This design comes from an exercise in tuning for small area and a short achievable clock period on the open sky130 flow, not from production work. In this exercise RTL edits were held to simulation tests only and were not proved equivalent to the original.

==> inputs of exp/cedar <==
## dds_gain_decimator
module dds_gain_decimator (
  input  logic        clock,
  input  logic        reset,
  input  logic        io_en,
  input  logic [31:0] io_in_value,
  input  logic [15:0] io_gain,
  input  logic [7:0]  io_decim,
  output logic        io_out_valid,
  output logic [31:0] io_out_bits,
  input  logic        io_out_ready,
  output logic [3:0]  io_level,
  output logic [15:0] io_overflow_cnt
);
make LEC_CHECK=0 CAP_MARGIN=20 CORE_MARGIN=2 CORE_UTILIZATION=65 CTS_CLUSTER_DIAMETER=100 CTS_CLUSTER_SIZE=30 SETUP_SLACK_MARGIN=5.0 SLEW_MARGIN=20 finish   # period 8.0 ns
run.sh (not shown) runs the stock make flow with config.mk's settings and CLKGATE_MAP_FILE= SYNTH_SCRIPT=/design/flow/synth_recipe.tcl, a recipe that flattens the netlist after the stock synthesis.
==> exp/amber: changes against exp/cedar <==
--- a/flow/design.v
+++ b/flow/design.v
@@ -1161,63 +1161,65 @@
   assign cc[45] = sg5_36;
   assign cc[46] = sg5_37;
   logic [31:0] dec, dec_p, dec_c;
   assign dec_p = cp[46:15];
   assign dec_c = cc[46:15];
   assign dec   = dec_p ^ dec_c;
   logic [31:0] h_q;
   logic [31:0] mem [7];
+  logic [6:0]  rd, wr;
   logic [3:0]  level;
   logic        valid, empty, le1, full;
   logic [31:0] m_rd;
-  logic [6:0] rsel;
-  always_comb
-    for (int i = 0; i < 7; i++) rsel[i] = (level == 4'(i + 2));
-  assign m_rd = (mem[0] & {32{rsel[0]}}) | (mem[1] & {32{rsel[1]}}) |
-                (mem[2] & {32{rsel[2]}}) | (mem[3] & {32{rsel[3]}}) |
-                (mem[4] & {32{rsel[4]}}) | (mem[5] & {32{rsel[5]}}) |
-                (mem[6] & {32{rsel[6]}});
+  assign m_rd = (mem[0] & {32{rd[0]}}) | (mem[1] & {32{rd[1]}}) |
+                (mem[2] & {32{rd[2]}}) | (mem[3] & {32{rd[3]}}) |
+                (mem[4] & {32{rd[4]}}) | (mem[5] & {32{rd[5]}}) |
+                (mem[6] & {32{rd[6]}});
   assign empty = !valid;
   logic ready;
   assign ready = io_out_ready;
   logic [3:0] lvl_r, lvl_n, level_nx;
   assign lvl_r = level + {3'd0, dec_valid} - {3'd0, !empty};
   assign lvl_n = level + {3'd0, dec_valid && !full};
   assign level_nx = ready ? lvl_r : lvl_n;
-  logic m_push;
-  assign m_push = (dec_valid && ready) || (dec_valid && !full);
+  logic m_push, m_pop, m_we;
+  assign m_push = dec_valid && (ready ? !le1 : (!empty && !full));
+  assign m_pop  = ready && !le1;
+  assign m_we   = ready || !full;
   logic [31:0] h_nx;
   always_comb begin
     for (int i = 0; i < 32; i++) begin
       logic x1, x0;
       x1 = dec_c[i] ? (le1   ? !dec_p[i] : m_rd[i]) : (le1   ? dec_p[i] : m_rd[i]);
       x0 = dec_c[i] ? (empty ? !dec_p[i] : h_q[i])  : (empty ? dec_p[i] : h_q[i]);
       h_nx[i] = ready ? x1 : x0;
     end
   end
   always_ff @(posedge clock) begin
-    if (m_push) begin
-      mem[0] <= dec;
-      for (int i = 1; i < 7; i++) mem[i] <= mem[i-1];
-    end
+    for (int i = 0; i < 7; i++)
+      if (m_we && wr[i]) mem[i] <= dec;
     h_q <= h_nx;
   end
   always_ff @(posedge clock or negedge reset) begin
     if (!reset) begin
+      rd    <= 7'd1;
+      wr    <= 7'd1;
       level <= '0;
       valid <= 1'b0;
       le1   <= 1'b1;
       full  <= 1'b0;
       io_overflow_cnt <= '0;
     end else begin
+      if (m_push) wr <= {wr[5:0], wr[6]};
+      if (m_pop)  rd <= {rd[5:0], rd[6]};
       level <= level_nx;
-      valid <= ready ? (lvl_r != 4'd0) : (lvl_n != 4'd0);
-      le1   <= ready ? (lvl_r <= 4'd1) : (lvl_n <= 4'd1);
-      full  <= ready ? (lvl_r == 4'd8) : (lvl_n == 4'd8);
+      valid <= (level_nx != 4'd0);
+      le1   <= (level_nx <= 4'd1);
+      full  <= (level_nx == 4'd8);
       if (dec_valid && full && !ready && io_overflow_cnt != 16'hFFFF)
         io_overflow_cnt <= io_overflow_cnt + 16'd1;
     end
   end
   assign io_out_valid = valid;
   assign io_out_bits  = h_q;
   assign io_level     = level;
 endmodule
==> flow_metrics.py <==
metrics = {
    "finish": {
        "multi_input_cells": 1744,
        "drive_gt1_share_pct": 10.1,
        "nonClkBufAreaFrac_pct": 5.74,
        "finalNetCount": 2611,
    },
    "critical_path": {
        "r2r_start": "c_q[18]",
        "critPathTopFamily": "compound AO/OA/AOI/OAI gates",
        "cpMostUsedCell": "a21o_1",
    },
    "sta": {
        "fin_crit_ns": 3.03,
    },
    "grt": {
        "grt_pass1_wl_mm": 104,
    },
    "run_status": {
        "status": "no timing/DRC/antenna violations",
    },
    "die": {
        "die_h_um": 209,
    },
    "place": {
        "place_inst": 2923,
    },
    "drt": {
        "dr.pass1.iters": 7,
    },
    "synth": {
        "syn_area_per_cell_um2": 11.3,
    },
}
-- figures above: exp/cedar

==> flow_metrics.py <==
metrics = {
    "die": {
        "die_h_um": 211,
    },
    "grt": {
        "grt_pass1_wl_mm": 105,
    },
    "place": {
        "place_inst": 2954,
    },
    "critical_path": {
        "r2r_start": "c_q[36]",
        "critPathTopFamily": "simple AND/OR/NAND/NOR gates",
        "crit_cells": 10,
    },
    "drt": {
        "dr.pass1.iters": 8,
    },
    "run_status": {
        "status": "no timing/DRC/antenna violations",
    },
    "finish": {
        "finalNetCount": 2636,
        "nonClkBufAreaFrac_pct": 5.00,
        "multi_input_cells": 1753,
        "drive_gt1_share_pct": 13.8,
    },
    "synth": {
        "syn_area_per_cell_um2": 11.3,
    },
}
-- figures above: exp/amber

[port drivers added, routing unchanged]
The results above use ideal ports. As a check the final layouts listed here were re-extracted and re-timed, cells and wires unchanged.
Step 1 assumes that a clkbuf_16 drives the clock port and a buf_2 every other input.
Step 2 moves the port delays by t, midway between the first and last clock arrival at a register: inputs arrive t later, outputs are due t later. That takes back most of the time a late clock gives input paths.
Slacks: ideal ports / drivers / drivers and shift; pairs: ideal ports / drivers.
| run | t, ns | setup WS [ns] | worst setup path after step 2 | clock arrival spread, ns |
|---|---|---|---|---|
| exp/cedar | 0.605 | 4.972 / 4.972 / 4.527 | input to register | 0.031 / 0.031 |
| exp/amber | 0.618 | 5.033 / 5.004 / 4.536 | input to register | 0.033 / 0.032 |
After both steps every run listed still meets setup and hold. The setup slack of exp/amber, which loses most, moves by -0.029 ns with the drivers and by -0.497 ns with both steps.
